Background: an optimization exercise with open tools, aiming at small area and few clock cycles per item. Do not read the settings as production practice.
The RTL was checked by simulation tests, not by an equivalence proof against the original design.
Power figures rest on the tool's default switching activity, not on a simulated workload.

## flow/run.sh

```bash
#!/bin/bash
# synth_recipe.tcl (not shown) runs the flow's synth.tcl, then flattens the netlist and writes it again
# the make line also repeats each setting of config.mk as NAME=value (left out here)
make -C /OpenROAD-flow-scripts/flow DESIGN_CONFIG=/design/flow/config.mk WORK_HOME=/design/flow/orfs CLKGATE_MAP_FILE= SYNTH_SCRIPT=/design/flow/synth_recipe.tcl finish
```

## flow/config.mk

```make
export PLATFORM = sky130hd
export DESIGN_NAME = double_ended_queue
export DESIGN_NICKNAME = double_ended_queue
export VERILOG_FILES = /design/flow/design.v
export SDC_FILE = /design/flow/constraint.sdc
export NUM_CORES = 4
export LEC_CHECK = 0
export CAP_MARGIN = 20
export CORE_MARGIN = 2
export CORE_UTILIZATION = 45
export SLEW_MARGIN = 20
export SYNTH_HIERARCHICAL = 1
export SYNTH_MINIMUM_KEEP_SIZE = 0
```

## flow/constraint.sdc

```tcl
create_clock -name core_clock -period 5.0 [get_ports {clock}]
set_input_delay 1.0000 -clock core_clock [delete_from_list [all_inputs] [get_ports {clock}]]
set_output_delay 1.0000 -clock core_clock [all_outputs]
set_load 0.01 [all_outputs]
```

## flow/design.v

```verilog
`default_nettype none
package deq_pkg;
   localparam int WORD_W   = 64;
   localparam int FUNC_W   = 3;
   localparam int STATUS_W = 2;
   typedef enum logic [FUNC_W-1:0] {
      FUNC_PUSH_BACK  = 3'd0,
      FUNC_PUSH_FRONT = 3'd1,
      FUNC_POP_FRONT  = 3'd2,
      FUNC_POP_BACK   = 3'd3,
      FUNC_REVERSE    = 3'd4,
      FUNC_QUERY      = 3'd5
   } func_type;
   typedef enum logic [STATUS_W-1:0] {
      STATUS_OK    = 2'd0,
      STATUS_EMPTY = 2'd1,
      STATUS_FULL  = 2'd2
   } status_type;
endpackage : deq_pkg
`default_nettype wire
`default_nettype none
import deq_pkg::*;
module double_ended_queue
#(
   parameter int DEPTH = 16
) (
   input  wire                          clock,
   input  wire                          reset,
   input  wire                          start,
   output logic                         busy,
   input  wire  [FUNC_W-1:0]            req_func,
   input  wire  [WORD_W-1:0]            req_value,
   output logic                         rsp_valid,
   output logic [STATUS_W-1:0]          rsp_status,
   output logic [WORD_W-1:0]            rsp_front_value,
   output logic [WORD_W-1:0]            rsp_back_value,
   output logic [$clog2(DEPTH+1)-1:0]   rsp_count,
   output logic                         rsp_is_empty
);
   localparam int RING  = DEPTH - 2;           
   localparam int IDX_W = $clog2(RING);
   localparam int CNT_W = $clog2(DEPTH + 1);
   function automatic logic [IDX_W-1:0] ring_step(input logic [IDX_W-1:0] i,
                                                  input logic up);
      if (up) ring_step = (i == IDX_W'(RING - 1)) ? '0 : IDX_W'(i + 1'b1);
      else    ring_step = (i == '0) ? IDX_W'(RING - 1) : IDX_W'(i - 1'b1);
   endfunction
   logic [WORD_W-1:0]    front_ff, back_ff;
   logic [IDX_W-1:0]     rf_ff, rf_in;      
   logic [IDX_W-1:0]     rb_ff, rb_in;      
   logic [CNT_W-1:0]     count_ff, count_in;
   logic                 rev_ff, rev_in;    
   logic [WORD_W-1:0]    ring_mem [RING];
   logic                 wr_en;
   logic [IDX_W-1:0]     wr_addr;
   logic [WORD_W-1:0]    wr_data;
   logic                 rd_en;
   logic [IDX_W-1:0]     rd_addr;
   logic                 rsp_valid_ff;
   deq_pkg::status_type  status_ff, status_in;
   logic                 front_en, back_en;     
   logic                 front_oth, back_oth;   
   logic                 val_sel;               
   logic                 take;
   logic                 is_empty, is_one, is_two, is_full;
   logic [IDX_W-1:0]     f_out, f_inw, b_out, b_inw;
   assign busy = 1'b0;
   assign take = start & ~reset;
   assign is_empty = (count_ff == CNT_W'(0));
   assign is_one   = (count_ff == CNT_W'(1));
   assign is_two   = (count_ff == CNT_W'(2));
   assign is_full  = (count_ff == CNT_W'(DEPTH));
   assign f_out    = ring_step(rf_ff,  rev_ff);
   assign f_inw    = ring_step(rf_ff, ~rev_ff);
   assign b_out    = ring_step(rb_ff, ~rev_ff);
   assign b_inw    = ring_step(rb_ff,  rev_ff);
   always_comb begin
      rf_in     = rf_ff;
      rb_in     = rb_ff;
      count_in  = count_ff;
      rev_in    = rev_ff;
      status_in = STATUS_OK;
      front_en  = 1'b0;
      back_en   = 1'b0;
      front_oth = 1'b0;
      back_oth  = 1'b0;
      val_sel   = 1'b0;
      wr_en     = 1'b0;
      wr_addr   = req_func[0] ? f_out : b_out;
      wr_data   = req_func[0] ? front_ff : back_ff;
      rd_en     = 1'b0;
      rd_addr   = req_func[0] ? rb_ff : rf_ff;
      case (req_func)
         FUNC_PUSH_BACK, FUNC_PUSH_FRONT: begin
            if (is_full) begin
               status_in = STATUS_FULL;
            end else begin
               count_in = CNT_W'(count_ff + 1'b1);
               wr_en    = ~is_empty & ~is_one;
               val_sel  = 1'b1;
               if (req_func[0]) begin
                  front_en = 1'b1;
                  back_en  = is_empty;
                  if (wr_en) rf_in = f_out;
               end else begin
                  back_en  = 1'b1;
                  front_en = is_empty;
                  if (wr_en) rb_in = b_out;
               end
            end
         end
         FUNC_POP_FRONT, FUNC_POP_BACK: begin
            if (is_empty) begin
               status_in = STATUS_EMPTY;
            end else begin
               count_in = CNT_W'(count_ff - 1'b1);
               rd_en    = ~is_one & ~is_two;
               if (req_func[0]) begin
                  back_en  = 1'b1;
                  back_oth = is_two;
                  front_en = is_one;
                  if (rd_en) rb_in = b_inw;
               end else begin
                  front_en  = 1'b1;
                  front_oth = is_two;
                  back_en   = is_one;
                  if (rd_en) rf_in = f_inw;
               end
            end
         end
         FUNC_REVERSE: begin
            if (is_empty) begin
               status_in = STATUS_EMPTY;
            end else begin
               rev_in    = ~rev_ff;
               rf_in     = rb_ff;
               rb_in     = rf_ff;
               front_en  = 1'b1;
               back_en   = 1'b1;
               front_oth = 1'b1;
               back_oth  = 1'b1;
            end
         end
         default: begin
         end
      endcase
      if (!take) begin
         front_en = 1'b0;
         back_en  = 1'b0;
         wr_en    = 1'b0;
         rd_en    = 1'b0;
         val_sel  = 1'b0;
      end
      if (reset) begin
         front_en  = 1'b1;
         back_en   = 1'b1;
         front_oth = 1'b0;
         back_oth  = 1'b0;
      end
   end
   logic [RING:0]        bus_sel;
   logic [WORD_W-1:0]    front_d, back_d;
   always_comb begin
      for (int i = 0; i < RING; i++) bus_sel[i] = rd_en && rd_addr == IDX_W'(i);
      bus_sel[RING] = val_sel;
   end
   for (genvar b = 0; b < WORD_W; b++) begin : g_bit
      logic [RING:0] bus_in;
      for (genvar i = 0; i < RING; i++) begin : g_in
         assign bus_in[i] = ring_mem[i][b];
      end
      assign bus_in[RING] = req_value[b];
      deq_load_bit #(.N(RING + 1)) u_load (
         .sel(bus_sel), .d(bus_in),
         .front_oth(front_oth), .back_oth(back_oth),
         .front_q(front_ff[b]), .back_q(back_ff[b]),
         .front_d(front_d[b]), .back_d(back_d[b])
      );
   end
   always_ff @(posedge clock) begin
      if (reset) begin
         rf_ff        <= '0;
         rb_ff        <= IDX_W'(RING - 1);
         count_ff     <= '0;
         rev_ff       <= 1'b0;
         rsp_valid_ff <= 1'b0;
      end else begin
         rsp_valid_ff <= take;
         if (take) begin
            rf_ff    <= rf_in;
            rb_ff    <= rb_in;
            count_ff <= count_in;
            rev_ff   <= rev_in;
         end
      end
      if (take) status_ff <= status_in;
      if (front_en) front_ff <= front_d;
      if (back_en)  back_ff  <= back_d;
   end
   always_ff @(posedge clock) begin
      if (wr_en) ring_mem[wr_addr] <= wr_data;
   end
   assign rsp_valid       = rsp_valid_ff;
   assign rsp_status      = status_ff;
   assign rsp_front_value = front_ff;
   assign rsp_back_value  = back_ff;
   assign rsp_count       = count_ff;
   assign rsp_is_empty    = is_empty;
endmodule
module deq_load_bit
#(
   parameter int N = 15
) (
   input  wire  [N-1:0] sel,
   input  wire  [N-1:0] d,
   input  wire          front_oth,
   input  wire          back_oth,
   input  wire          front_q,
   input  wire          back_q,
   output logic         front_d,
   output logic         back_d
);
   logic [4:0] grp_n;     
   logic       lo, hi;    
   for (genvar g = 0; g < 5; g++) begin : g_grp
      deq_aoi222 u_aoi (
         .a1(sel[3*g]),   .a2(d[3*g]),
         .b1(sel[3*g+1]), .b2(d[3*g+1]),
         .c1(sel[3*g+2]), .c2(d[3*g+2]),
         .y(grp_n[g])
      );
   end
   deq_nand3 u_lo (.a(grp_n[0]), .b(grp_n[1]), .c(grp_n[2]), .y(lo));
   deq_nand2 u_hi (.a(grp_n[3]), .b(grp_n[4]), .y(hi));
   deq_ao211 u_front (.a1(front_oth), .a2(back_q),  .b(lo), .c(hi), .y(front_d));
   deq_ao211 u_back  (.a1(back_oth),  .a2(front_q), .b(lo), .c(hi), .y(back_d));
endmodule
module deq_aoi222 (
   input  wire  a1, a2, b1, b2, c1, c2,
   output logic y
);
   assign y = ~((a1 & a2) | (b1 & b2) | (c1 & c2));
endmodule
module deq_nand3 (
   input  wire  a, b, c,
   output logic y
);
   assign y = ~(a & b & c);
endmodule
module deq_nand2 (
   input  wire  a, b,
   output logic y
);
   assign y = ~(a & b);
endmodule
module deq_ao211 (
   input  wire  a1, a2, b, c,
   output logic y
);
   assign y = (a1 & a2) | b | c;
endmodule
```

==> metrics.md, run 1 <==
| Metric | Value |
|---|---|
| Async SR Flop Fraction | `0%` |
| Average vias per placed instance | `6.52` |
| Yosys Warn Count | `7` |
| HPWL Detailed | `53,500 um` |
| Max-cap violations | `0` |
| Setup CP Type | `input pin to register` |
| Met3 Use GR | `4.34%` |
| Clock buffer depth | `3` |
| Yosys top cell by area | `edfxtp_1` |
| R2r setup slk | `1290 ps` |
| Synthesized Nets | `2,035` |
| Clk Tree Root Cell | `clkbuf_16` |
| Leak | `15.8 nW` |
| Post-DRT Antenna Nets | `0` |
| Number of flops mapped to enable cells by yosys | `1,026` |
| Final worst-path cycle share | `77.2%` |
| Max-slew headroom | `22.4%` |
| Grt ovf | `0` |
| Gr busiest metal | `met2` |
| DR WL/cell | `30.3 um` |
| Critical path launch point type | `input pin` |
| DRC | `0` |
| M2 GR Usage | `37.3%` |
| IO buf count | `206` |
| Reg2Reg Capture Point | `back_ff[9]` |
| Area growth, synth to finish | `19.8%` |
| Global-route wire length before repair | `153,000 um` |
| Outcome | `timing/DRC/antenna clean` |
| Worst r2r src | `rb_ff[2]` |
| Clock sinks | `1,041` |
| 1st-pass router iterations | `9` |
| Initial DRC count | `3,813` |
| Die area | `87,700 um^2` |
| Clock skew | `22.4 ps` |
| VDD IR max | `250 uV` |
| I/O pins | `208` |
| Floorplan row count | `107` |
| Mapped Avg Cell Area | `19.6 um^2` |
| Met1 GRT Util | `34.8%` |
| GPL Wtd Cong | `0.789` |
| Nets | `2,370` |
| Final min period | `3860 ps` |
| Least-Margin Pin Slew | `1160 ps` |
| Critical Path Source | `req_func[1]` |
| Yosys reg bits | `1,041` |
| CTS-repair resized insts | `0` |
| Core area | `84,900 um^2` |
| Clock-pin transition on the worst setup and hold timing paths | `60 ps` |
| Mapped Cells | `1,960` |
| Netlist cell types | `72` |
| CTS tree | `done` |
| Hold WC Path Type | `register to register` |
| Setup TNS | `0 ps` |
| Max Slew Vio Count | `0` |
| Synth Cell Area | `38,400 um^2` |
| Number of global-route vias before repair | `22,854` |
| Initial antenna violation count | `0` |
| RSZ-0062 raised after global routing | `false` |
| Largest net degree at the start of global routing | `65` |
| Most common cell in the netlist | `edfxtp_1` |
| Sequential share of the synthesized area | `81.0%` |
| Final setup fails | `0` |
| Diode count | `0` |
| Post-synth top cells | `1,026 x edfxtp_1, 320 x a222oi_1, 128 x a211o_1, 83 x nand2_1, 81 x nand3_1` |
| F_max | `259 MHz` |
| Final Hold Viols | `0` |
| Hold_sp | `back_ff[62]` |
| Area post-placement | `42,700 um^2` |
| Htree depth | `3` |
| Inserted Clock Buffers | `102` |
| Hold_buf cts | `0` |
| Worst r2r path cells | `7` |
| Routed via count | `22,953` |
| Pre-CTS setup slack | `558 ps` |
| Starting Density | `45.3%` |
| Crit path required time | `5550 ps` |
| Share of post-route cells with drive strength above 1 | `13.3%` |
| Setup crit end kind | `register` |
| CP Max Fanout | `64` |
| Post-CTS setup buffer count | `0` |
| Worst-case hold path end point | `front_ff[62]` |
| Gr usage total | `24.0%` |
| Fin util | `54.2%` |
| Clk latency of the worst-skew pair | `670 ps` |
| Fin worst setup slack | `1140 ps` |
| Width of the die | `296 um` |
| Worst hold path depth | `1` |
| Final wirelength | `107,000 um` |
| Worst Path Arrival | `4410 ps` |
| Main synth FF type | `edfxtp_1` |
| Synth area leaders | `edfxtp_1 80%, a222oi_1 8.3%, a211o_1 2.9%` |
| Chip height | `296 um` |
| Pwr dens | `397 nW/um^2` |
| Fin area | `46,000 um^2` |
| Synth top area share | `80.2%` |
==> per-stage QoR <==
step	power (mW)	std cells	hold WS, ps
floorplan	10.4	1960	598
global placement	10.8	3333	572
detailed placement	10.9	3334	571
CTS	18.4	3518	585
global route	18.8	3519	612
finish	18.3	3519	588
==> per-module statistics from Yosys (local to each module, per instance), excerpt <==
module / cell area [um^2] / flops+latches / cells
deq_ao211: 8.76 / 0 / 1
deq_nand2: 3.75 / 0 / 1
deq_aoi222: 10.0 / 0 / 1
deq_nand3: 5.00 / 0 / 1
double_ended_queue: 33500 / 1041 / 1384
==> how the worst max path moves through the flow <==
stage / to / slack (ps) / cells after the start
finish: front_ff[53] / 1140 / 10
global route: front_ff[5] / 1000 / 10
CTS: back_ff[58] / 1250 / 10
detailed placement: front_ff[53] / 560 / 11
global placement: back_ff[9] / 590 / 9
floorplan: ring_mem[11][0] / -2170 / 6
==> metal layers <==
layer	routed length (um)	vias up
li1	-	9582
met1	43200	11826
met2	49300	1394
met3	11800	151
met4	2370	0
met5	0	-
==> cell type report <==
type	count	area (um^2)
fill	6604	38800
sequential	1041	31100
multi-input combinational	878	7410
timing repair buffer	262	2750
clock buffer	127	2670
tap	1144	1430
clock inverter	57	636
inverter	10	37.5
==> layout by cell type (no fill, tap or decap), drive strengths merged, types with 5 or more instances in the layout <==
master / instances
and3: 6
bufinv: 11
ha: 5
clkinvlp: 5
mux2: 65
nand3: 81
edfxtp: 1026
clkbuf: 127
nor2: 35
a21oi: 16
a222oi: 320
o21ai: 17
nor3: 18
dfxtp: 15
a211oi: 14
clkdlybuf4s50: 205
inv: 11
a211o: 128
clkinv: 40
nand2b: 5
buf: 57
nand2: 84
xnor2: 6
==> cells by family (layout without fill, tap and decap cells) <==
family          count (synthesis)  in the layout  synth area share [%]
compound gates                535            535                  12.9
xor+xnor                       10             10                 0.228
buf+inv                        41            456                 0.446
fa+ha+maj                       5              5                 0.163
simple gates                  259            259                  3.28
mux                            68             68                  1.98
flops                        1041           1041                  81.0
other cells                     1              1               0.00976
==> state kept, by name (all words and copies together), names as in the netlist <==
name,flops
rf_ff,4
rev_ff,1
status_ff,2
front_ff,64
rb_ff,4
back_ff,64
ring_mem,896
count_ff,5
rsp_valid_ff,1
==> where the power goes <==
group          switching (mW)  internal [mW]  leakage (nW)  total (mW)
registers              0.0980           9.78          9.62        9.88
clock network            3.24           4.36          1.60        7.60
logic                   0.491          0.309          4.57       0.799
total                    3.82           14.5          15.8        18.3
==> critical path, stage by stage <==
cell and delay (ps):
clkdlybuf4s50_1 720, nor2b_1 250, buf_4 230, o2111a_1 230, nand2_1 240, nor2_4 160, buf_4 860, a222oi_1 300
nand3_1 250, a211o_1 130
Testbench counts, summed over its fixed seeds: cycles 24,000, items 24,000.
==> inputs of run 2 (changes only) <==
==> flow/flow/run.sh (new file) <==
#!/bin/bash
# Standard layout (standard.sh) with two changes: ports get the smallest
# buffer (buf_1), and the clock tree is built from clkbuf_8 buffers with
# clusters of up to 14 sinks and no dummy loads.
set -euo pipefail
export BUFFER_PORTS_ARGS="-buffer_cell sky130_fd_sc_hd__buf_1"
export CTS_ARGS="-sink_clustering_enable -repair_clock_nets -dont_use_dummy_load -buf_list sky130_fd_sc_hd__clkbuf_8 -sink_clustering_size 14 -sink_clustering_max_diameter 50"
bash standard.sh > standard.log 2>&1
==> flow/standard.sh (new file) <==
#!/bin/bash
# synth_recipe.tcl (not shown) runs the flow's synth.tcl, then flattens the netlist and writes it again
# the make line also repeats each setting of config.mk as NAME=value (left out here)
make -C /OpenROAD-flow-scripts/flow DESIGN_CONFIG=/design/flow/config.mk WORK_HOME=/design/flow/orfs CLKGATE_MAP_FILE= SYNTH_SCRIPT=/design/flow/synth_recipe.tcl "${@:-finish}"
--- a/flow/config.mk
+++ b/flow/config.mk
@@ -7,7 +7,7 @@
 export LEC_CHECK = 0
 export CAP_MARGIN = 20
 export CORE_MARGIN = 2
-export CORE_UTILIZATION = 45
+export CORE_UTILIZATION = 65
 export SLEW_MARGIN = 20
 export SYNTH_HIERARCHICAL = 1
 export SYNTH_MINIMUM_KEEP_SIZE = 0
removed: flow/run.sh
==> run 2 against run 1 <==
Against the previous run:
- first-iteration DRC count is 2.2% higher
- still clean on timing, DRC and antenna
- highest routed layer unchanged
- count of clock-buffer cells in the layout fell by 35
- largest power group unchanged
- core utilization up 18 points
- synthesized cell count unchanged
- routed wire length shrank 2.9%
- combinational power down 17%
==> metrics.md, run 2 <==
| Metric | Value |
|---|---|
| Adder-cell area share of the yosys netlist | `0.163% (unchanged)` |
| GPL Wtd Cong | `0.857 (+8.6%)` |
| Share of post-route cells with drive strength above 1 | `12.1% (-1.2 points)` |
| Core area | `58,700 um^2 (-31%)` |
| Sequential share of the synthesized area | `81.0% (unchanged)` |
| Floorplan row count | `89 (-17%)` |
| Crit path max-delay family | `simple AND/OR/NAND/NOR gates` |
| Number of global-route vias before repair | `22,460 (-1.7%)` |
| Initial antenna violation count | `0 (unchanged)` |
| Chip height | `247 um (-17%)` |
| Largest family of logic cells by synthesized area | `compound AO/OA/AOI/OAI gates` |
| Synth top area share | `80.2% (unchanged)` |
| DRC | `0 (unchanged)` |
| Starting Density | `65.5% (+20 points)` |
| Setup CP Type | `register to register` |
| Max reg flops | `896 (unchanged)` |
| Fin area | `42,400 um^2 (-8.0%)` |
| XOR/XNOR Fraction of Synth Area | `0.228% (unchanged)` |
| Wire length on met3 | `14,200 um (+20%)` |
| Inserted Clock Buffers | `92 (-9.8%)` |
| 1st-pass router iterations | `7 (-2)` |
| Htree depth | `3 (unchanged)` |
| Gr usage total | `33.9% (+9.9 points)` |
| Fin util | `72.2% (+18 points)` |
| CTS-repair resized insts | `0 (unchanged)` |
| Clock sinks | `1,041 (unchanged)` |
| DR WL/cell | `33.7 um (+11%)` |
| Async SR Flop Fraction | `0% (unchanged)` |
| Width of the die | `247 um (-17%)` |
| Synth area leaders | `edfxtp_1 80%, a222oi_1 8.3%, a211o_1 2.9%` |
| Max-cap violations | `0 (unchanged)` |
| Synth Area in Compound Gates | `12.9% (unchanged)` |
| Final Hold Viols | `0 (unchanged)` |
| VDD IR max | `292 uV (+17%)` |
| Clock buffer depth | `3 (unchanged)` |
| Area post-placement | `41,100 um^2 (-3.8%)` |
| HPWL Detailed | `53,200 um (-0.50%)` |
| Pwr dens | `347 nW/um^2 (-13%)` |
| Max Slew Vio Count | `0 (unchanged)` |
| Average vias per placed instance | `7.54 (+16%)` |
| Crit path required time | `5530 ps (-20 ps)` |
| CP Max Fanout | `41 (-36%)` |
| CP max stage cell | `nor2_4` |
| WHS | `567 ps (-20.3 ps)` |
| Clk latency of the worst-skew pair | `730 ps (+60 ps)` |
| Clk Tree Root Cell | `clkbuf_8` |
| Leak | `14.4 nW (-8.8%)` |
| Post-synth top cells | `1,026 x edfxtp_1, 320 x a222oi_1, 128 x a211o_1, 83 x nand2_1, 81 x nand3_1` |
| RSZ-0062 raised after global routing | `false` |
| Yosys Warn Count | `7 (unchanged)` |
| Metal2 WL | `48,300 um (-2.0%)` |
| IO buf count | `206 (unchanged)` |
| Critical path launch point type | `register` |
| Area growth, synth to finish | `10.2%` |
| CTS tree | `done` |
| Netlist cell types | `72 (unchanged)` |
| Setup crit end kind | `register` |
| Most flops, register | `ring_mem` |
| Final wirelength | `104,000 um (-2.9%)` |
| Yosys reg bits | `1,041 (unchanged)` |
| Outcome | `timing/DRC/antenna clean` |
| WL met1 | `38,700 um (-10%)` |
| Post-CTS setup buffer count | `0 (unchanged)` |
| Final min period | `3660 ps (-202 ps)` |
| Crit-path cells | `inv_1 > ha_1 > nor3_1 > o211ai_1 > nor2_1 > nand2_1 > nor2_4 > buf_12 > a222oi_1 > nand3_1 > a211o_1` |
| Mapped Cells | `1,960 (unchanged)` |
| R2r setup slk | `1340 ps (+50 ps)` |
| Largest net degree at the start of global routing | `65 (unchanged)` |
| Max-slew headroom | `19.0% (-3.5 points)` |
| Hold_buf cts | `0 (unchanged)` |
| Routed via count | `23,177 (+0.98%)` |
| Yosys top cell by area | `edfxtp_1` |
| I/O pins | `208 (unchanged)` |
| F_max | `273 MHz (+5.5%)` |
| Setup TNS | `0 ps (unchanged)` |
| Hold WC Path Type | `register to register` |
| Clock-pin transition on the worst setup and hold timing paths | `90 ps (+30 ps)` |
| WP buf/inv | `2 (-1)` |
| Post-synthesis mux area share | `1.98% (unchanged)` |
| Die area | `61,100 um^2 (-30%)` |
| Synth Cell Area | `38,400 um^2 (unchanged)` |
| Final worst-path cycle share | `73.2% (-4.0 points)` |
| Post-synthesis simple-gate area fraction | `3.28% (unchanged)` |
| Initial DRC count | `3,897 (+2.2%)` |
| Commonest non-fill, non-tap cells in the layout | `1,026 x edfxtp_1, 320 x a222oi_1, 205 x buf_1, 128 x a211o_1, 92 x clkbuf_8` |
| Post-DRT Antenna Nets | `0 (unchanged)` |
| Diode count | `0 (unchanged)` |
| Mapped Avg Cell Area | `19.6 um^2 (unchanged)` |
| Largest registers | `ring_mem (896), back_ff (64), front_ff (64)` |
| Overall power | `14.7 mW (-20%)` |
| Main synth FF type | `edfxtp_1` |
| Synthesized Nets | `2,035 (unchanged)` |
| Most common cell in the netlist | `edfxtp_1` |
| Highest cell delay on the worst timing path | `890 ps (+30 ps)` |
| Least-Margin Pin Slew | `1220 ps (+51.8 ps)` |
| Clock skew | `80.3 ps (+57.9 ps)` |
| Worst Path Arrival | `4190 ps (-220 ps)` |
| Global-route wire length before repair | `149,000 um (-3.1%)` |
| Number of flops mapped to enable cells by yosys | `1,026 (unchanged)` |
| Nets | `2,378 (+0.34%)` |
| Leading cell type in the layout, fill and taps excluded | `edfxtp_1` |
| Uppermost layer routed | `met4` |
| Grt ovf | `0 (unchanged)` |
| Final setup fails | `0 (unchanged)` |
==> run 2: per-layer routing <==
layer / vias up / global-route usage (%)
met2: 1717 / 52.1
li1: 9483 / -
met1: 11807 / 50.4
met3: 170 / 7.11
met5: - / 0
met4: 0 / 8.98
==> run 2: kinds of logic after synthesis <==
family	Yosys count
buffers and inverters	41
xor gates and xnor gates	10
other	1
and+or+nand+nor	259
muxes	68
AOI/OAI and AO/OA	535
adders and majority gates	5
DFF	1041
==> run 2: power breakdown <==
| group | leakage [nW] | total (mW) | switching [mW] | internal (mW) |
|---|---|---|---|---|
| Combinational | 4.13 | 0.665 | 0.484 | 0.181 |
| Sequential | 9.62 | 9.86 | 0.0921 | 9.77 |
| Clock | 0.661 | 4.16 | 2.52 | 1.64 |
==> run 2: worst register-to-register path, cell delays in order (launching register included) <==
cell      delay [ps]
dfxtp_1          440
inv_1            130
ha_1             340
nor3_1           290
o211ai_1         130
nor2_1           160
nand2_1          260
nor2_4           890
buf_12           390
a222oi_1         210
nand3_1          150
a211o_1          110
==> run 2: final timing paths <==
| path | start | end | cells past startpoint |
|---|---|---|---|
| max | count_ff[0] | back_ff[11] | 11 |
| min | back_ff[33] | front_ff[33] | 1 |
| max reg2reg | count_ff[0] | back_ff[11] | 11 |
| min reg2reg | back_ff[33] | front_ff[33] | 1 |
==> run 2: layout make-up <==
type,count,area [um^2]
repair buffers,280,1570
clock buffers,92,1270
flip-flops and latches,1041,31100
fillers,3593,16300
inverters,10,37.5
multi-input cells,878,7400
well taps,773,967
==> run 2: modules after synthesis, one instance, submodules excluded, a selection <==
| module | area, um^2 | cells | times used | flip-flops and latches |
|---|---|---|---|---|
| deq_nand2 | 3.75 | 1 | 64 | 0 |
| deq_ao211 | 8.76 | 1 | 128 | 0 |
| deq_nand3 | 5.00 | 1 | 64 | 0 |
| double_ended_queue | 33500 | 1384 | 1 | 1041 |
| deq_aoi222 | 10.0 | 1 | 320 | 0 |
==> run 2: stage by stage <==
stage	instances	setup slack [ps]
finish	3074	1340
global placement	2981	967
CTS	3074	1410
detailed placement	2982	833
floorplan	1960	-2170
global route	3074	1190
==> inputs of run 3 (changes only) <==
--- a/flow/design.v
+++ b/flow/design.v
@@ -87,7 +87,6 @@
       val_sel   = 1'b0;
       wr_en     = 1'b0;
       wr_addr   = req_func[0] ? f_out : b_out;
-      wr_data   = req_func[0] ? front_ff : back_ff;
       rd_en     = 1'b0;
       rd_addr   = req_func[0] ? rb_ff : rf_ff;
       case (req_func)
@@ -164,6 +163,10 @@
       for (int i = 0; i < RING; i++) bus_sel[i] = rd_en && rd_addr == IDX_W'(i);
       bus_sel[RING] = val_sel;
    end
+   for (genvar b = 0; b < WORD_W; b++) begin : g_wr
+      deq_ao22 u_wr (.a1(req_func[0]), .a2(front_ff[b]),
+                     .b1(~req_func[0]), .b2(back_ff[b]), .y(wr_data[b]));
+   end
    for (genvar b = 0; b < WORD_W; b++) begin : g_bit
       logic [RING:0] bus_in;
       for (genvar i = 0; i < RING; i++) begin : g_in
@@ -253,6 +256,12 @@
 );
    assign y = ~(a & b);
 endmodule
+module deq_ao22 (
+   input  wire  a1, a2, b1, b2,
+   output logic y
+);
+   assign y = (a1 & a2) | (b1 & b2);
+endmodule
 module deq_ao211 (
    input  wire  a1, a2, b, c,
    output logic y
==> flow/flow/run.sh (replaced) <==
#!/bin/bash
# Standard layout (standard.sh) with two changes: ports get the smallest
# buffer (buf_1), and the clock tree is built from clkbuf_8 buffers with
# clusters of up to 18 sinks and no dummy loads.
set -euo pipefail
export BUFFER_PORTS_ARGS="-buffer_cell sky130_fd_sc_hd__buf_1"
export CTS_ARGS="-sink_clustering_enable -repair_clock_nets -dont_use_dummy_load -buf_list sky130_fd_sc_hd__clkbuf_8 -sink_clustering_size 18 -sink_clustering_max_diameter 55"
bash standard.sh > standard.log 2>&1
==> run 3 against run 2 <==
Against the previous run:
- still clean
- sequential share of layout area is 0.82 points higher
- final cell count is 0.68% lower
- sequential power is 0.6% higher
- setup slack worse by 450 ps
- clock skew is 17 ps higher
- count of clock-buffer cells in the layout is 20 lower
- global-route usage is 0.98 points lower
- synthesized cell count is 0.56% higher
- final area is 1.1% lower
- routed wire length is 3.6% lower
- register-to-register slack worse by 450 ps
- highest routed layer unchanged
==> metrics.md, run 3 <==
| Metric | Value |
|---|---|
| CP Max Fanout | `44 (+7.3%)` |
| Fin worst setup slack | `886 ps (-454 ps)` |
| Synth Cell Area | `38,300 um^2 (-0.34%)` |
| Hold_sp | `back_ff[19]` |
| Mapped Avg Cell Area | `19.4 um^2 (-0.90%)` |
| Nets | `2,364 (-0.59%)` |
| Core area | `57,900 um^2 (-1.3%)` |
| Largest registers | `ring_mem (896), back_ff (64), front_ff (64)` |
| RSZ-0062 raised after global routing | `false` |
| Gr usage total | `32.9% (-0.98 points)` |
| Critical Path Source | `count_ff[0]` |
| Post-CTS setup buffer count | `0 (unchanged)` |
| Netlist cell types | `64 (-11%)` |
| DR WL/cell | `32.7 um (-3.0%)` |
| VDD IR max | `262 uV (-11%)` |
| Commonest non-fill, non-tap cells in the layout | `1,026 x edfxtp_1, 320 x a222oi_1, 205 x buf_1, 128 x a211o_1, 89 x nand2_1` |
| Clock buffer depth | `3 (unchanged)` |
| GPL Wtd Cong | `0.832 (-3.0%)` |
| Average vias per placed instance | `7.64 (+1.3%)` |
| Synth area leaders | `edfxtp_1 80%, a222oi_1 8.4%, a211o_1 2.9%` |
| Hold_buf cts | `0 (unchanged)` |
| Outcome | `timing/DRC/antenna clean` |
| Clk Tree Root Cell | `clkbuf_8` |
| Htree depth | `3 (unchanged)` |
| Yosys reg bits | `1,041 (unchanged)` |
| Inserted Clock Buffers | `72 (-22%)` |
| Chip height | `247 um (-0.17%)` |
| Post-synth top cells | `1,026 x edfxtp_1, 320 x a222oi_1, 128 x a211o_1, 89 x nand2_1, 77 x nand3_1` |
| Most common cell in the netlist | `edfxtp_1` |
| Largest net degree at the start of global routing | `65 (unchanged)` |
| DRC | `0 (unchanged)` |
| Grt ovf | `0 (unchanged)` |
| Mapped Cells | `1,971 (+0.56%)` |
| F_max | `243 MHz (-11%)` |
| Routed via count | `23,323 (+0.63%)` |
| Worst hold path depth | `1 (unchanged)` |
| Global-route wire length before repair | `146,000 um (-1.8%)` |
| Share of post-route cells with drive strength above 1 | `8.13% (-4.0 points)` |
| Main synth FF type | `edfxtp_1` |
| Final wirelength | `99,800 um (-3.6%)` |
| Initial DRC count | `3,745 (-3.9%)` |
| Initial antenna violation count | `1 (+1)` |
| Final Hold Viols | `0 (unchanged)` |
| Fin util | `72.3% (+0.15 points)` |
| Setup TNS | `0 ps (unchanged)` |
| I/O pins | `208 (unchanged)` |
| Clock-pin transition on the worst setup and hold timing paths | `110 ps (+20 ps)` |
| Yosys Warn Count | `7 (unchanged)` |
| Floorplan row count | `88 (-1.1%)` |
| Clock sinks | `1,041 (unchanged)` |
| Sequential share of the synthesized area | `81.2% (+0.28 points)` |
| Hold WC Path Type | `register to register` |
| 1st-pass router iterations | `9 (+2)` |
| Clock skew | `96.8 ps (+16.5 ps)` |
| Async SR Flop Fraction | `0% (unchanged)` |
| Critical path launch point type | `register` |
| Yosys top cell by area | `edfxtp_1` |
| CTS tree | `done` |
| Least-Margin Pin Slew | `1140 ps (-73.8 ps)` |
| Setup CP Type | `register to register` |
| Final worst-path cycle share | `82.3% (+9.1 points)` |
| Crit path required time | `5530 ps (about the same)` |
| Setup crit end kind | `register` |
| Max-cap violations | `0 (unchanged)` |
| Leading cell type in the layout, fill and taps excluded | `edfxtp_1` |
| CTS-repair resized insts | `0 (unchanged)` |
| Clk latency of the worst-skew pair | `700 ps (-30 ps)` |
| Synth top area share | `80.5% (+0.28 points)` |
| Max-slew headroom | `23.9% (+4.9 points)` |
| Area growth, synth to finish | `9.39%` |
| Pwr dens | `343 nW/um^2 (-1.0%)` |
| Final setup fails | `0 (unchanged)` |
| HPWL Detailed | `53,000 um (-0.35%)` |
| Worst r2r src | `count_ff[0]` |
| Synthesized Nets | `2,046 (+0.54%)` |
| Post-DRT Antenna Nets | `0 (unchanged)` |
| Most flops, register | `ring_mem` |
| Max reg flops | `896 (unchanged)` |
| Starting Density | `66.1% (+0.64 points)` |
| Width of the die | `247 um (-0.17%)` |
| Number of flops mapped to enable cells by yosys | `1,026 (unchanged)` |
| Worst r2r path cells | `11 (unchanged)` |
| Die area | `60,900 um^2 (-0.34%)` |
| Number of global-route vias before repair | `22,900 (+2.0%)` |
| Final min period | `4110 ps (+454 ps)` |
| Worst Path Arrival | `4640 ps (+450 ps)` |
| Pre-CTS setup slack | `743 ps (-89.1 ps)` |
| IO buf count | `206 (unchanged)` |
| Max Slew Vio Count | `0 (unchanged)` |
| Leak | `14.2 nW (-1.7%)` |
-- run 3: cell count changes in the layout (fill, tap and decap cells not counted), sizes merged, moves of 5 or more --
cell    delta
a211oi     -9
a22o      +66
buf        -6
clkbuf    -20
mux2      -63
nand2      +5
nor2b      +5
o21ai      +5
-- run 3: critical path, cell delays in order (launching register included) --
cell      delay (ps)
dfxtp_1          470
inv_1            160
ha_1             320
or4b_1           410
nand2_1          240
nor3b_1          600
nand3_1          450
nor2_4           190
buf_4            610
a222oi_1         190
nand3_1          210
a211o_1          130
-- run 3: cells by family (layout without fill, tap and decap cells) --
| family | after synthesis | after routing | share of synthesized area (%) |
|---|---|---|---|
| other cells | 1 | 2 | 0.00979 |
| mux | 4 | 4 | 0.121 |
| compound gates | 606 | 606 | 14.5 |
| flops | 1041 | 1041 | 81.2 |
| simple gates | 261 | 261 | 3.29 |
| xor+xnor | 9 | 9 | 0.206 |
| fa+ha+maj | 5 | 5 | 0.163 |
| buf+inv | 44 | 360 | 0.493 |
-- run 3: area by class of cell --
type | instances | area, um^2
Timing Repair Buffer | 274 | 1480
Multi-Input combinational cell | 886 | 7300
Sequential cell | 1041 | 31100
Antenna cell | 1 | 2.50
Clock buffer | 72 | 991
Inverter | 14 | 52.6
Tap cell | 765 | 957
Fill cell | 3641 | 16000
-- run 3: final timing paths --
check	to	slack, ps
setup / recovery	front_ff[24]	890
hold / removal	front_ff[19]	590
setup reg to reg	front_ff[24]	890
hold reg to reg	front_ff[19]	590
-- run 3: metrics by stage --
stage | hold WS (ps) | total power [mW] | std cells | instance area [um^2]
6_report | 585 | 14.4 | 3053 | 41900
5_1_grt | 603 | 14.8 | 3052 | 41900
4_1_cts | 584 | 14.4 | 3052 | 41900
3_5_place_dp | 576 | 10.8 | 2980 | 40900
3_3_place_gp | 570 | 10.8 | 2980 | 40900
2_1_floorplan | 598 | 10.5 | 1971 | 38400
-- run 3: modules after synthesis (local to each module, per instance), a selection --
module,cells,flip-flops and latches,times used
deq_nand2,1,0,64
deq_ao22,1,0,64
deq_ao211,1,0,128
deq_aoi222,1,0,320
deq_nand3,1,0,64
double_ended_queue,1331,1041,1
-- run 3: layer usage --
| metal | GRT usage (%) | part of all wire, % | vias up |
|---|---|---|---|
| met2 | 52.7 | 48 | 1716 |
| met1 | 47.8 | 37 | 11912 |
| met5 | 0 | 0 | - |
| met3 | 5.80 | 12 | 165 |
| li1 | - | - | 9530 |
| met4 | 9.05 | 2.2 | 0 |
-- run 3: where the power goes --
part | internal [mW] | switching (mW)
Combinational | 0.180 | 0.535
Clock | 1.30 | 2.43
Sequential | 9.82 | 0.107
Testbench counts of run 3, summed over its fixed seeds: cycles 24,000, items 24,000.
==> inputs of run 4 (changes only) <==
--- a/flow/design.v
+++ b/flow/design.v
@@ -63,17 +63,20 @@
    logic                 val_sel;               
    logic                 take;
    logic                 is_empty, is_one, is_two, is_full;
-   logic [IDX_W-1:0]     f_out, f_inw, b_out, b_inw;
+   logic                 act_front;    
+   logic                 act_up;       
+   logic [IDX_W-1:0]     act_ptr;      
+   logic [IDX_W-1:0]     act_next;     
    assign busy = 1'b0;
    assign take = start & ~reset;
    assign is_empty = (count_ff == CNT_W'(0));
    assign is_one   = (count_ff == CNT_W'(1));
    assign is_two   = (count_ff == CNT_W'(2));
    assign is_full  = (count_ff == CNT_W'(DEPTH));
-   assign f_out    = ring_step(rf_ff,  rev_ff);
-   assign f_inw    = ring_step(rf_ff, ~rev_ff);
-   assign b_out    = ring_step(rb_ff, ~rev_ff);
-   assign b_inw    = ring_step(rb_ff,  rev_ff);
+   assign act_front = req_func[0] ^ req_func[1];
+   assign act_up    = ~(rev_ff ^ req_func[1] ^ act_front);
+   assign act_ptr   = act_front ? rf_ff : rb_ff;
+   assign act_next  = ring_step(act_ptr, act_up);
    always_comb begin
       rf_in     = rf_ff;
       rb_in     = rb_ff;
@@ -86,9 +89,9 @@
       back_oth  = 1'b0;
       val_sel   = 1'b0;
       wr_en     = 1'b0;
-      wr_addr   = req_func[0] ? f_out : b_out;
+      wr_addr   = act_next;
       rd_en     = 1'b0;
-      rd_addr   = req_func[0] ? rb_ff : rf_ff;
+      rd_addr   = act_ptr;
       case (req_func)
          FUNC_PUSH_BACK, FUNC_PUSH_FRONT: begin
             if (is_full) begin
@@ -100,11 +103,11 @@
                if (req_func[0]) begin
                   front_en = 1'b1;
                   back_en  = is_empty;
-                  if (wr_en) rf_in = f_out;
+                  if (wr_en) rf_in = act_next;
                end else begin
                   back_en  = 1'b1;
                   front_en = is_empty;
-                  if (wr_en) rb_in = b_out;
+                  if (wr_en) rb_in = act_next;
                end
             end
          end
@@ -118,12 +121,12 @@
                   back_en  = 1'b1;
                   back_oth = is_two;
                   front_en = is_one;
-                  if (rd_en) rb_in = b_inw;
+                  if (rd_en) rb_in = act_next;
                end else begin
                   front_en  = 1'b1;
                   front_oth = is_two;
                   back_en   = is_one;
-                  if (rd_en) rf_in = f_inw;
+                  if (rd_en) rf_in = act_next;
                end
             end
          end
==> run 4 against run 3 <==
Against the previous run:
- core utilization fell by 0.061 points
- critical path type unchanged
- area after synthesis fell by 0.67%
- still clean
- synthesized cell count shrank 2.9%
- setup slack worse by 460 ps
==> metrics.md, run 4 <==
| Metric | Value |
|---|---|
| Switching share of power | `20.8% (-0.59 points)` |
| Highest cell delay on the worst timing path | `910 ps (+300 ps)` |
| Share of post-route cells with drive strength above 1 | `8.57% (+0.44 points)` |
| WP buf/inv | `2 (unchanged)` |
| CTS-repair resized insts | `0 (unchanged)` |
| F_max | `218 MHz (-10%)` |
| Chip height | `246 um (-0.33%)` |
| Outcome | `timing/DRC/antenna clean` |
| Post-CTS setup buffer count | `0 (unchanged)` |
| Yosys top cell by area | `edfxtp_1` |
| Sequential share of the synthesized area | `81.8% (+0.55 points)` |
| Largest registers | `ring_mem (896), back_ff (64), front_ff (64)` |
| Clock skew | `89.7 ps (-7.17 ps)` |
| Register Area | `31,100 um^2 (unchanged)` |
| Max reg flops | `896 (unchanged)` |
| Initial antenna violation count | `1 (unchanged)` |
| GPL Wtd Cong | `0.840 (+1.0%)` |
| Final min period | `4580 ps (+465 ps)` |
| Worst Path Arrival | `5100 ps (+460 ps)` |
| Clk latency of the worst-skew pair | `690 ps (about the same)` |
| Inserted Clock Buffers | `71 (-1.4%)` |
| Initial DRC count | `3,855 (+2.9%)` |
| Clock sinks | `1,041 (unchanged)` |
| Grt ovf | `0 (unchanged)` |
| Crit-path cells | `inv_1 > ha_1 > o31a_1 > nor3_1 > nand3_1 > nor2_4 > buf_4 > a222oi_1 > nand3_1 > a211o_1` |
| CP Max Fanout | `33 (-25%)` |
| Htree depth | `3 (unchanged)` |
| Floorplan row count | `88 (unchanged)` |
| Width of the die | `246 um (-0.33%)` |
| CP max stage cell | `nor2_4` |
| DP Cell Count | `2,932 (-1.6%)` |
| I/O pins | `208 (unchanged)` |
| CTS tree | `done` |
| 1st-pass router iterations | `7 (-2)` |
| Crit path required time | `5520 ps (about the same)` |
| Final non-filler cell total | `3,005 (-1.6%)` |
| Mapped Cells | `1,913 (-2.9%)` |
| Setup crit end kind | `register` |
| Max Slew Vio Count | `0 (unchanged)` |
| Final wirelength | `98,600 um (-1.2%)` |
| Core area | `57,800 um^2 (-0.19%)` |
| VDD IR max | `299 uV (+14%)` |
| Netlist cell types | `64 (unchanged)` |
| DR WL/cell | `32.8 um (+0.38%)` |
| Commonest non-fill, non-tap cells in the layout | `1,026 x edfxtp_1, 320 x a222oi_1, 205 x buf_1, 128 x a211o_1, 85 x nand2_1` |
| Max-slew headroom | `16.1% (-7.8 points)` |
| Gr usage total | `32.9% (-0.076 points)` |
| Hold WC Path Type | `register to register` |
| Setup CP Type | `register to register` |
| Multi-input logic area | `7290 um^2 (-0.14%)` |
| Routed via count | `22,700 (-2.7%)` |
| Crit path max-delay family | `simple AND/OR/NAND/NOR gates` |
| Synth Cell Area | `38,000 um^2 (-0.67%)` |
| Pwr dens | `337 nW/um^2 (-1.9%)` |
| Area growth, synth to finish | `9.82%` |
| Synthesized Nets | `1,992 (-2.6%)` |
| DRC | `0 (unchanged)` |
| Die area | `60,500 um^2 (-0.66%)` |
| Setup TNS | `0 ps (unchanged)` |
| Sw Pwr | `2.92 mW (-4.9%)` |
| Overall power | `14.1 mW (-2.2%)` |
| Sequential share of power | `69.4% (+0.3 points)` |
| Gate power share | `4.4% (-0.6 points)` |
| WHS | `550 ps (-35.3 ps)` |
| Max-cap violations | `0 (unchanged)` |
| Starting Density | `65.8% (-0.32 points)` |
| Clock power share | `26.3% (+0.3 points)` |
| Final worst-path cycle share | `91.6% (+9.3 points)` |
| Largest net degree at the start of global routing | `69 (+6.2%)` |
| Number of global-route vias before repair | `22,390 (-2.2%)` |
| Leak | `14.2 nW (+0.51%)` |
| Hold_buf cts | `0 (unchanged)` |
| Main synth FF type | `edfxtp_1` |
| Diode count | `0 (-1)` |
| Leading cell type in the layout, fill and taps excluded | `edfxtp_1` |
| Fin util | `72.3% (about the same)` |
| Global-route wire length before repair | `144,000 um (-1.1%)` |
| Post-DRT Antenna Nets | `0 (unchanged)` |
| IO buf count | `206 (unchanged)` |
| Async SR Flop Fraction | `0% (unchanged)` |
| RSZ-0062 raised after global routing | `false` |
| Clk Tree Root Cell | `clkbuf_8` |
| Synth area leaders | `edfxtp_1 81%, a222oi_1 8.4%, a211o_1 3.0%` |
| Final setup fails | `0 (unchanged)` |
| Synth top area share | `81.0% (+0.54 points)` |
| Mapped Avg Cell Area | `19.9 um^2 (+2.3%)` |
| Clock-pin transition on the worst setup and hold timing paths | `90 ps (-20 ps)` |
| Final Hold Viols | `0 (unchanged)` |
| Yosys Warn Count | `7 (unchanged)` |
| Most common cell in the netlist | `edfxtp_1` |
| Nets | `2,321 (-1.8%)` |
| Most flops, register | `ring_mem` |
| Average vias per placed instance | `7.55 (-1.1%)` |
| HPWL Detailed | `54,000 um (+1.8%)` |
| Clock buffer depth | `3 (unchanged)` |
| Number of flops mapped to enable cells by yosys | `1,026 (unchanged)` |
| Least-Margin Pin Slew | `1260 ps (+118 ps)` |
| FILL cells | `3,548 (-2.6%)` |
| Crit path top cell by count | `nand3_1` |
| Yosys reg bits | `1,041 (unchanged)` |
| Internal | `11.1 mW (-1.4%)` |
| Post-synth top cells | `1,026 x edfxtp_1, 320 x a222oi_1, 130 x a211o_1, 87 x nand2_1, 78 x nand3_1` |
| Critical path launch point type | `register` |
[run 4: cell families after synthesis]
| kind of cell | synth area share, % |
|---|---|
| muxes | 0.414 |
| AOI/OAI and AO/OA | 13.9 |
| adders and majority gates | 0.296 |
| and+or+nand+nor | 3.16 |
| other | 0.00986 |
| DFF | 81.8 |
| buffers and inverters | 0.201 |
| xor gates and xnor gates | 0.237 |
[run 4: metal layers]
layer	GRT usage, %	routed length [um]
met4	9.64	2380
met2	51.5	46300
met1	47.5	37000
met5	0	13
met3	6.90	12900
[run 4: modules after synthesis (local to each module, per instance), excerpt]
module / flops+latches / cell area, um^2
double_ended_queue: 1041 / 32600
deq_aoi222: 0 / 10.0
deq_ao22: 0 / 8.76
deq_ao211: 0 / 8.76
deq_nand3: 0 / 5.00
deq_nand2: 0 / 3.75
[run 4: power by group through the flow]
stage / registers, mW / clock network [mW] / logic (mW)
3_3_place_gp: 9.94 / 0 / 0.590
5_1_grt: 9.76 / 4.04 / 0.660
2_1_floorplan: 9.96 / 0 / 0.339
4_1_cts: 9.75 / 3.75 / 0.608
6_report: 9.75 / 3.69 / 0.614
3_5_place_dp: 9.95 / 0 / 0.607
[run 4: area by class of cell]
cell class | count | area share (%)
timing repair buffer | 266 | 3.37
clock buffer | 71 | 2.34
multi-input combinational | 855 | 17.4
tap | 765 | 2.29
sequential | 1041 | 74.5
inverter | 7 | 0.0719
[run 4: per-stage QoR]
step           area, um^2  setup WS, ps
6_report            41800           422
3_3_place_gp        40700         -19.8
2_1_floorplan       38300          -802
5_1_grt             41800           260
3_5_place_dp        40700          -133
4_1_cts             41700           520
[run 4: path summary, 6_finish.rpt]
path	startpoint	end	slack, ps	depth (start not counted)
max	count_ff[1]	front_ff[51]	420	10
min reg2reg	rf_ff[1]	rf_ff[1]	550	2
max reg2reg	count_ff[1]	front_ff[51]	420	10
min	rf_ff[1]	rf_ff[1]	550	2
[run 4: tightest hold or removal path, delay by kind of cell (launching register included)]
kind          cells  cell delay [ps]
flops             1              350
simple gates      1               90
mux               1               60
Testbench counts of run 4, summed over its fixed seeds: cycles 24,000, items 24,000.
==> inputs of run 5 (changes only) <==
--- a/flow/design.v
+++ b/flow/design.v
@@ -199,7 +199,7 @@
             rev_ff   <= rev_in;
          end
       end
-      if (take) status_ff <= status_in;
+      status_ff <= status_in;    
       if (front_en) front_ff <= front_d;
       if (back_en)  back_ff  <= back_d;
    end
==> run 5 against run 4 <==
Against the previous run:
- critical endpoint is now back_ff[1]
- combinational power grew 8.6%
- area after synthesis fell by 0.47%
- count of clock-buffer cells in the layout rose by 2
- sequential share of layout area hardly changed
- global-route usage down 0.73 points
- clock skew fell by 0.68 ps
- setup slack gained 620 ps
- critical path type unchanged
- largest cell class unchanged
- critical path depth grew 2
==> metrics.md, run 5 <==
| Metric | Value |
|---|---|
| Outcome | `timing/DRC/antenna clean` |
| Gr usage total | `32.1% (-0.73 points)` |
| Initial DRC count | `3,875 (+0.52%)` |
| Register Area | `31,100 um^2 (about the same)` |
| Largest registers | `ring_mem (896), back_ff (64), front_ff (64)` |
| Max-cap violations | `0 (unchanged)` |
| Share of post-route cells with drive strength above 1 | `9.58% (+1.0 points)` |
| Global-route wire length before repair | `141,000 um (-2.3%)` |
| IO buf count | `206 (unchanged)` |
| Least-Margin Pin Slew | `1110 ps (-152 ps)` |
| Core area | `57,600 um^2 (-0.38%)` |
| Starting Density | `65.7% (about the same)` |
| Leak | `14.3 nW (+0.36%)` |
| FILL cells | `3,513 (-0.99%)` |
| Max Slew Vio Count | `0 (unchanged)` |
| WHS | `521 ps (-28.6 ps)` |
| Synth area leaders | `edfxtp_1 81%, a222oi_1 8.5%, a211o_1 3.0%` |
| Clock-pin transition on the worst setup and hold timing paths | `90 ps (about the same)` |
| Internal | `11.2 mW (+0.69%)` |
| Setup CP Type | `register to register` |
| F_max | `252 MHz (+16%)` |
| Most common cell in the netlist | `edfxtp_1` |
| Grt ovf | `0 (unchanged)` |
| Worst r2r src | `count_ff[0]` |
| Hold_buf cts | `0 (unchanged)` |
| I/O pins | `208 (unchanged)` |
| Multi-input logic area | `7070 um^2 (-3.0%)` |
| Mapped Cells | `1,885 (-1.5%)` |
| Clk Tree Root Cell | `clkbuf_8` |
| Post-synth top cells | `1,024 x edfxtp_1, 320 x a222oi_1, 128 x a211o_1, 83 x nand2_1, 77 x nand3_1` |
| Final wirelength | `96,500 um (-2.2%)` |
| Hold_sp | `rf_ff[1]` |
| Area post-placement | `40,700 um^2 (about the same)` |
| Most flops, register | `ring_mem` |
| Floorplan row count | `88 (unchanged)` |
| VDD IR max | `283 uV (-5.2%)` |
| Yosys top cell by area | `edfxtp_1` |
| Htree depth | `3 (unchanged)` |
| Largest net degree at the start of global routing | `65 (-5.8%)` |
| Setup crit end kind | `register` |
| Sequential share of the synthesized area | `82.1% (+0.34 points)` |
| Post-CTS setup buffer count | `0 (unchanged)` |
| Sequential share of power | `68.9% (-0.5 points)` |
| Die area | `60,200 um^2 (-0.47%)` |
| Number of global-route vias before repair | `22,169 (-0.99%)` |
| Async SR Flop Fraction | `0% (unchanged)` |
| Final worst-path cycle share | `79.3% (-12 points)` |
| Final min period | `3960 ps (-616 ps)` |
| Mapped Avg Cell Area | `20.1 um^2 (+1.0%)` |
| Number of flops mapped to enable cells by yosys | `1,024 (-0.19%)` |
| Clock power share | `26.4% (about the same)` |
| Sw Pwr | `2.99 mW (+2.2%)` |
| Routed via count | `22,589 (-0.49%)` |
| Reg2Reg Capture Point | `back_ff[1]` |
| Chip height | `245 um (-0.23%)` |
| DRC | `0 (unchanged)` |
| DR WL/cell | `32.2 um (-2.0%)` |
| Worst r2r path cells | `12 (+2)` |
| Final Hold Viols | `0 (unchanged)` |
| Inserted Clock Buffers | `73 (+2.8%)` |
| 1st-pass router iterations | `9 (+2)` |
| Clock buffer depth | `3 (unchanged)` |
| Worst Path Arrival | `4520 ps (-580 ps)` |
| Post-DRT Antenna Nets | `0 (unchanged)` |
| Yosys reg bits | `1,041 (unchanged)` |
| R2r setup slk | `1040 ps (+620 ps)` |
| Max-slew headroom | `26.0% (+9.9 points)` |
| Clock sinks | `1,041 (unchanged)` |
| Netlist cell types | `64 (unchanged)` |
| Area growth, synth to finish | `10.3%` |
| Max reg flops | `896 (unchanged)` |
| Final setup fails | `0 (unchanged)` |
| Crit path required time | `5560 ps (+40 ps)` |
| Worst-case hold path end point | `rb_ff[1]` |
| Synth top area share | `81.2% (+0.23 points)` |
| Critical path launch point type | `register` |
| Leading cell type in the layout, fill and taps excluded | `edfxtp_1` |
| CTS tree | `done` |
| Synthesized Nets | `1,963 (-1.5%)` |
| HPWL Detailed | `54,100 um (+0.18%)` |
| CP Max Fanout | `47 (+42%)` |
| Gate power share | `4.7% (+0.3 points)` |
| Synth Cell Area | `37,900 um^2 (-0.47%)` |
| Average vias per placed instance | `7.53 (-0.29%)` |
| Nets | `2,313 (-0.34%)` |
| GPL Wtd Cong | `0.847 (+0.80%)` |
| Width of the die | `245 um (-0.23%)` |
| Pwr dens | `340 nW/um^2 (+1.1%)` |
| Fin area | `41,800 um^2 (about the same)` |
| Worst hold path depth | `2 (unchanged)` |
| Yosys Warn Count | `7 (unchanged)` |
| RSZ-0062 raised after global routing | `false` |
| Clk latency of the worst-skew pair | `710 ps (+20 ps)` |
| Initial antenna violation count | `1 (unchanged)` |
| Hold WC Path Type | `register to register` |
| Clock skew | `89.0 ps (-0.681 ps)` |
| Main synth FF type | `edfxtp_1` |
| Commonest non-fill, non-tap cells in the layout | `1,024 x edfxtp_1, 320 x a222oi_1, 205 x buf_1, 128 x a211o_1, 83 x nand2_1` |
| Switching share of power | `21.0% (+0.25 points)` |
| CTS-repair resized insts | `0 (unchanged)` |
-- run 5: stage by stage --
step / setup slack (ps) / TNS, ps / power, mW / cells / utilization [%]
floorplan: -675 / -368170 / 10.4 / 1885 / -
global placement: 433 / 0 / 10.6 / 2922 / 70.6
detailed placement: 351 / 0 / 10.6 / 2924 / 70.7
CTS: 1070 / 0 / 14.3 / 2997 / 72.4
global route: 921 / 0 / 14.6 / 2999 / 72.5
finish: 1040 / 0 / 14.2 / 2999 / 72.5
-- run 5: layout make-up --
cell class,instances,share of cell area [%]
Inverter,13,0.126
Clock buffer,73,2.41
Multi-Input combinational cell,823,16.9
Tap cell,765,2.29
Timing Repair Buffer,283,3.78
Sequential cell,1041,74.5
Antenna cell,1,0.00599
-- run 5: cell families after synthesis --
family,count (synthesis),synth area share [%]
simple gates,227,2.77
compound gates,568,13.9
buf+inv,21,0.268
other cells,1,0.00991
xor+xnor,10,0.334
fa+ha+maj,8,0.264
mux,9,0.281
flops,1041,82.1
-- run 5: worst max path at each step --
stage                start            to  cells past startpoint
3_5_place_dp   req_func[1]    back_ff[1]                     10
6_report       count_ff[0]    back_ff[1]                     12
4_1_cts        req_func[1]   back_ff[59]                     10
5_1_grt        req_func[1]  front_ff[41]                     10
3_3_place_gp   req_func[1]  front_ff[38]                     10
2_1_floorplan  req_func[0]   front_ff[0]                     10
-- run 5: power by group through the flow --
stage | Clock (mW) | Sequential [mW] | Combinational (mW)
4_1_cts | 3.81 | 9.78 | 0.660
3_3_place_gp | 0 | 9.98 | 0.636
5_1_grt | 4.09 | 9.79 | 0.716
2_1_floorplan | 0 | 10.0 | 0.356
6_report | 3.75 | 9.79 | 0.667
3_5_place_dp | 0 | 9.98 | 0.659
-- run 5: modules after synthesis (local to each module, per instance), excerpt --
module,times used,cells,flops+latches,cell area (um^2)
deq_ao22,64,1,0,8.76
deq_aoi222,320,1,0,10.0
deq_ao211,128,1,0,8.76
deq_nand2,64,1,0,3.75
double_ended_queue,1,1245,1041,32400
deq_nand3,64,1,0,5.00
-- run 5: critical path, cell delays in order (launching register included) --
cell and delay (ps):
dfxtp_1 430, inv_1 140, ha_1 320, or4b_1 270, nand2_2 130, nor3_1 280
buf_4 190, nand3_1 260, nor2_4 580, buf_4 720, a222oi_1 190, nand2_1 180
a211o_1 130
-- run 5: layer usage --
layer	global-route usage, %	part of all wire (%)	vias to the layer above
met5	0	0	-
met4	10.8	3.0	0
met3	7.02	12	184
met2	50.0	47	1549
met1	46.0	38	11571
li1	-	-	9285
Testbench counts of run 5, summed over its fixed seeds: cycles 24,000, items 24,000.
==> inputs of run 6 (changes only) <==
==> flow/flow/run.sh (replaced) <==
#!/bin/bash
# Standard layout (standard.sh) with two changes: ports get the smallest
# buffer (buf_1), and the clock tree is built from clkbuf_8 buffers with
# clusters of up to 20 sinks and no dummy loads.
set -euo pipefail
export BUFFER_PORTS_ARGS="-buffer_cell sky130_fd_sc_hd__buf_1"
export CTS_ARGS="-sink_clustering_enable -repair_clock_nets -dont_use_dummy_load -buf_list sky130_fd_sc_hd__clkbuf_8 -sink_clustering_size 20 -sink_clustering_max_diameter 60"
bash standard.sh > standard.log 2>&1
==> run 6 against run 5 <==
Against the previous run:
- still clean on timing, DRC and antenna
- total power fell by 2.1%
- core utilization shrank 0.31 points
- fmax is 1.1% lower
- critical endpoint is now front_ff[17]
- largest cell class unchanged
- largest power group unchanged
- highest routed layer unchanged
==> metrics.md, run 6 <==
| Metric | Value |
|---|---|
| M2 GR Usage | `50.7% (+0.65 points)` |
| Netlist cell types | `64 (unchanged)` |
| XOR/XNOR Fraction of Synth Area | `0.334% (unchanged)` |
| Die area | `60,200 um^2 (unchanged)` |
| Most flops, register | `ring_mem` |
| Critical path launch point type | `register` |
| Crit path required time | `5570 ps (about the same)` |
| Floorplan row count | `88 (unchanged)` |
| Post-CTS setup buffer count | `0 (unchanged)` |
| Leak | `14.2 nW (-0.65%)` |
| Final worst-path cycle share | `80.1% (+0.88 points)` |
| Post-synthesis simple-gate area fraction | `2.77% (unchanged)` |
| Commonest non-fill, non-tap cells in the layout | `1,024 x edfxtp_1, 320 x a222oi_1, 205 x buf_1, 128 x a211o_1, 83 x nand2_1` |
| Hold WC Path Type | `register to register` |
| Worst r2r src | `count_ff[0]` |
| Routed via count | `22,573 (-0.071%)` |
| WP buf/inv | `3 (unchanged)` |
| Synth Area in Compound Gates | `13.9% (unchanged)` |
| Critical Path Source | `count_ff[0]` |
| RSZ-0062 raised after global routing | `false` |
| 1st-pass router iterations | `10 (+1)` |
| Worst Path Arrival | `4580 ps (+60 ps)` |
| Most common cell in the netlist | `edfxtp_1` |
| Hold_buf cts | `0 (unchanged)` |
| Final setup fails | `0 (unchanged)` |
| Main synth FF type | `edfxtp_1` |
| DP Cell Count | `2,924 (unchanged)` |
| Global-route wire length before repair | `141,000 um (+0.10%)` |
| Clk latency of the worst-skew pair | `750 ps (+40 ps)` |
| WHS | `517 ps (-4.64 ps)` |
| Max Slew Vio Count | `0 (unchanged)` |
| Max reg flops | `896 (unchanged)` |
| IO buf count | `206 (unchanged)` |
| Crit path top cell by count | `buf_4` |
| CTS-repair resized insts | `0 (unchanged)` |
| Clock skew | `81.2 ps (-7.74 ps)` |
| Starting Density | `65.7% (unchanged)` |
| Gr usage total | `32.0% (-0.18 points)` |
| Number of global-route vias before repair | `22,162 (-0.032%)` |
| Max-slew headroom | `25.1% (-0.84 points)` |
| Adder-cell area share of the yosys netlist | `0.264% (unchanged)` |
| Outcome | `timing/DRC/antenna clean` |
| VDD IR max | `299 uV (+5.7%)` |
| Htree depth | `2 (-1)` |
| CTS tree | `done` |
| Inserted Clock Buffers | `60 (-18%)` |
| Gr busiest metal | `met2` |
| Mapped Avg Cell Area | `20.1 um^2 (unchanged)` |
| Synth top area share | `81.2% (unchanged)` |
| F_max | `250 MHz (-1.1%)` |
| Pwr dens | `334 nW/um^2 (-1.7%)` |
| Width of the die | `245 um (unchanged)` |
| Area growth, synth to finish | `9.82%` |
| Largest family of logic cells by synthesized area | `compound AO/OA/AOI/OAI gates` |
| Highest cell delay on the worst timing path | `730 ps (about the same)` |
| Clock buffer depth | `3 (unchanged)` |
| Final non-filler cell total | `2,986 (-0.43%)` |
| Leading cell type in the layout, fill and taps excluded | `edfxtp_1` |
| Setup TNS | `0 ps (unchanged)` |
| Post-DRT Antenna Nets | `0 (unchanged)` |
| Yosys Warn Count | `7 (unchanged)` |
| Largest registers | `ring_mem (896), back_ff (64), front_ff (64)` |
| Post-synthesis mux area share | `0.281% (unchanged)` |
| Setup crit end kind | `register` |
| Crit-path cells | `inv_1 > ha_1 > or4b_1 > nand2_2 > nor3_1 > buf_4 > nand3_1 > nor2_4 > buf_4 > a222oi_1 > nand2_1 > a211o_1` |
| Final Hold Viols | `0 (unchanged)` |
| Nets | `2,300 (-0.56%)` |
| Met3 Use GR | `5.98% (-1.0 points)` |
| HPWL Detailed | `54,100 um (unchanged)` |
| Async SR Flop Fraction | `0% (unchanged)` |
| Synth Cell Area | `37,900 um^2 (unchanged)` |
| Setup CP Type | `register to register` |
| Final wirelength | `96,400 um (about the same)` |
| Yosys reg bits | `1,041 (unchanged)` |
| Mapped Cells | `1,885 (unchanged)` |
| Synthesized Nets | `1,963 (unchanged)` |
| Yosys top cell by area | `edfxtp_1` |
| Clock sinks | `1,041 (unchanged)` |
| Hold_sp | `rf_ff[1]` |
| Met1 GRT Util | `46.3% (+0.32 points)` |
| Crit path max-delay family | `simple AND/OR/NAND/NOR gates` |
| Initial antenna violation count | `1 (unchanged)` |
| CP Max Fanout | `47 (unchanged)` |
| Synth area leaders | `edfxtp_1 81%, a222oi_1 8.5%, a211o_1 3.0%` |
| CP max stage cell | `buf_4` |
| Grt ovf | `0 (unchanged)` |
| Core area | `57,600 um^2 (unchanged)` |
| Final min period | `4010 ps (+44.1 ps)` |
| Largest net degree at the start of global routing | `65 (unchanged)` |
| Least-Margin Pin Slew | `1120 ps (+12.5 ps)` |
| GPL Wtd Cong | `0.847 (unchanged)` |
| Sequential share of the synthesized area | `82.1% (unchanged)` |
| Max-cap violations | `0 (unchanged)` |
| DR WL/cell | `32.3 um (+0.35%)` |
| DRC | `0 (unchanged)` |
| Initial DRC count | `3,901 (+0.67%)` |
| Average vias per placed instance | `7.56 (+0.36%)` |
| Post-synth top cells | `1,024 x edfxtp_1, 320 x a222oi_1, 128 x a211o_1, 83 x nand2_1, 77 x nand3_1` |
| Number of flops mapped to enable cells by yosys | `1,024 (unchanged)` |
| Chip height | `245 um (unchanged)` |
| Clk Tree Root Cell | `clkbuf_8` |
| Clock-pin transition on the worst setup and hold timing paths | `90 ps (about the same)` |
| Share of post-route cells with drive strength above 1 | `9.05% (-0.53 points)` |
| I/O pins | `208 (unchanged)` |
## run 6: kinds of logic after synthesis
| logic type | after synthesis |
|---|---|
| flip-flops | 1041 |
| buffers and inverters | 21 |
| multiplexers | 9 |
| AND/OR/NAND/NOR | 227 |
| adder cells (fa/ha/maj) | 8 |
| other | 1 |
| XOR/XNOR | 10 |
| AO/OA/AOI/OAI | 568 |
## run 6: worst min-delay path, cell delays in order (launching register included)
cell and delay (ps):
dfxtp_1 340, nand2_1 60, a31oi_1 70
## run 6: worst paths after layout
kind | cells after the start | slack (ps) | end
min | 2 | 520 | rb_ff[1]
max reg2reg | 12 | 990 | front_ff[17]
min reg2reg | 2 | 520 | rb_ff[1]
max | 12 | 990 | front_ff[17]
## run 6: layer usage
metal  vias to the layer above  wire length, um
met4                         0             2530
met5                         -                0
met2                      1578            46000
li1                       9244                -
met1                     11580            35900
met3                       171            12000
## run 6: report_power, final
part / internal, mW / switching, mW
Sequential: 9.72 / 0.0680
Clock: 1.08 / 2.37
Combinational: 0.177 / 0.491
Total: 11.0 / 2.93
## run 6: per-stage QoR
stage | worst slack [ps] | util [%] | area [um^2] | power [mW]
floorplan | -675 | - | 38100 | 10.4
global placement | 433 | 70.6 | 40700 | 10.6
detailed placement | 351 | 70.7 | 40700 | 10.6
CTS | 1120 | 72.1 | 41500 | 13.9
global route | 913 | 72.2 | 41600 | 14.3
finish | 993 | 72.2 | 41600 | 13.9
## run 6: per-module statistics from Yosys, one instance, submodules excluded, a selection
module	cell area (um^2)	times used
double_ended_queue	32400	1
deq_ao211	8.76	128
deq_nand2	3.75	64
deq_ao22	8.76	64
deq_aoi222	10.0	320
deq_nand3	5.00	64
## run 6: final cells by class
class / instances / area (um^2)
inverters: 13 / 52.6
fillers: 3518 / 16000
well taps: 765 / 957
multi-input cells: 823 / 7070
diodes: 1 / 2.50
flip-flops and latches: 1041 / 31100
repair buffers: 283 / 1580
clock buffers: 60 / 826

separate check: timing with driven ports:
No port has a modelled driver above. Below, the same layouts with a new extraction and two added sets of constraints. Step 1, drivers: a clkbuf_16 drives clock and a buf_2 each remaining input, both assumed. Step 2 adds t to the input delays and takes it off the output delays; t is the mean of the earliest and latest rising clock arrival at the registers after step 1. Input paths then give back, and output paths get back, about the clock's delay inside the block. a / b / c = no drivers / after step 1 / after step 2; a / b = the first two.
run | shift t [ns] | slack for setup (ns) | worst setup path after step 2 | latest minus earliest clock arrival (ns) | worst data-port slew with drivers (ns)
run 1 | 0.728 | 1.138 / 1.174 / 0.446 | input to register | 0.027 / 0.027 | 0.05
run 2 | 0.746 | 1.340 / 1.340 / 0.712 | input to register | 0.081 / 0.080 | 0.07
run 3 | 0.713 | 0.886 / 0.886 / 0.653 | input to register | 0.097 / 0.097 | 0.13
run 4 | 0.709 | 0.422 / 0.422 / -0.228 | input to register | 0.090 / 0.089 | 0.12
run 5 | 0.730 | 1.037 / 1.037 / 0.364 | input to register | 0.089 / 0.089 | 0.06
run 6 | 0.772 | 0.993 / 0.993 / 0.342 | input to register | 0.081 / 0.081 | 0.06
With both steps, setup timing fails in run 4, where it was met with ideal ports. The setup slack of run 1, which loses most, moves by +0.036 ns with the drivers and by -0.692 ns with both steps.
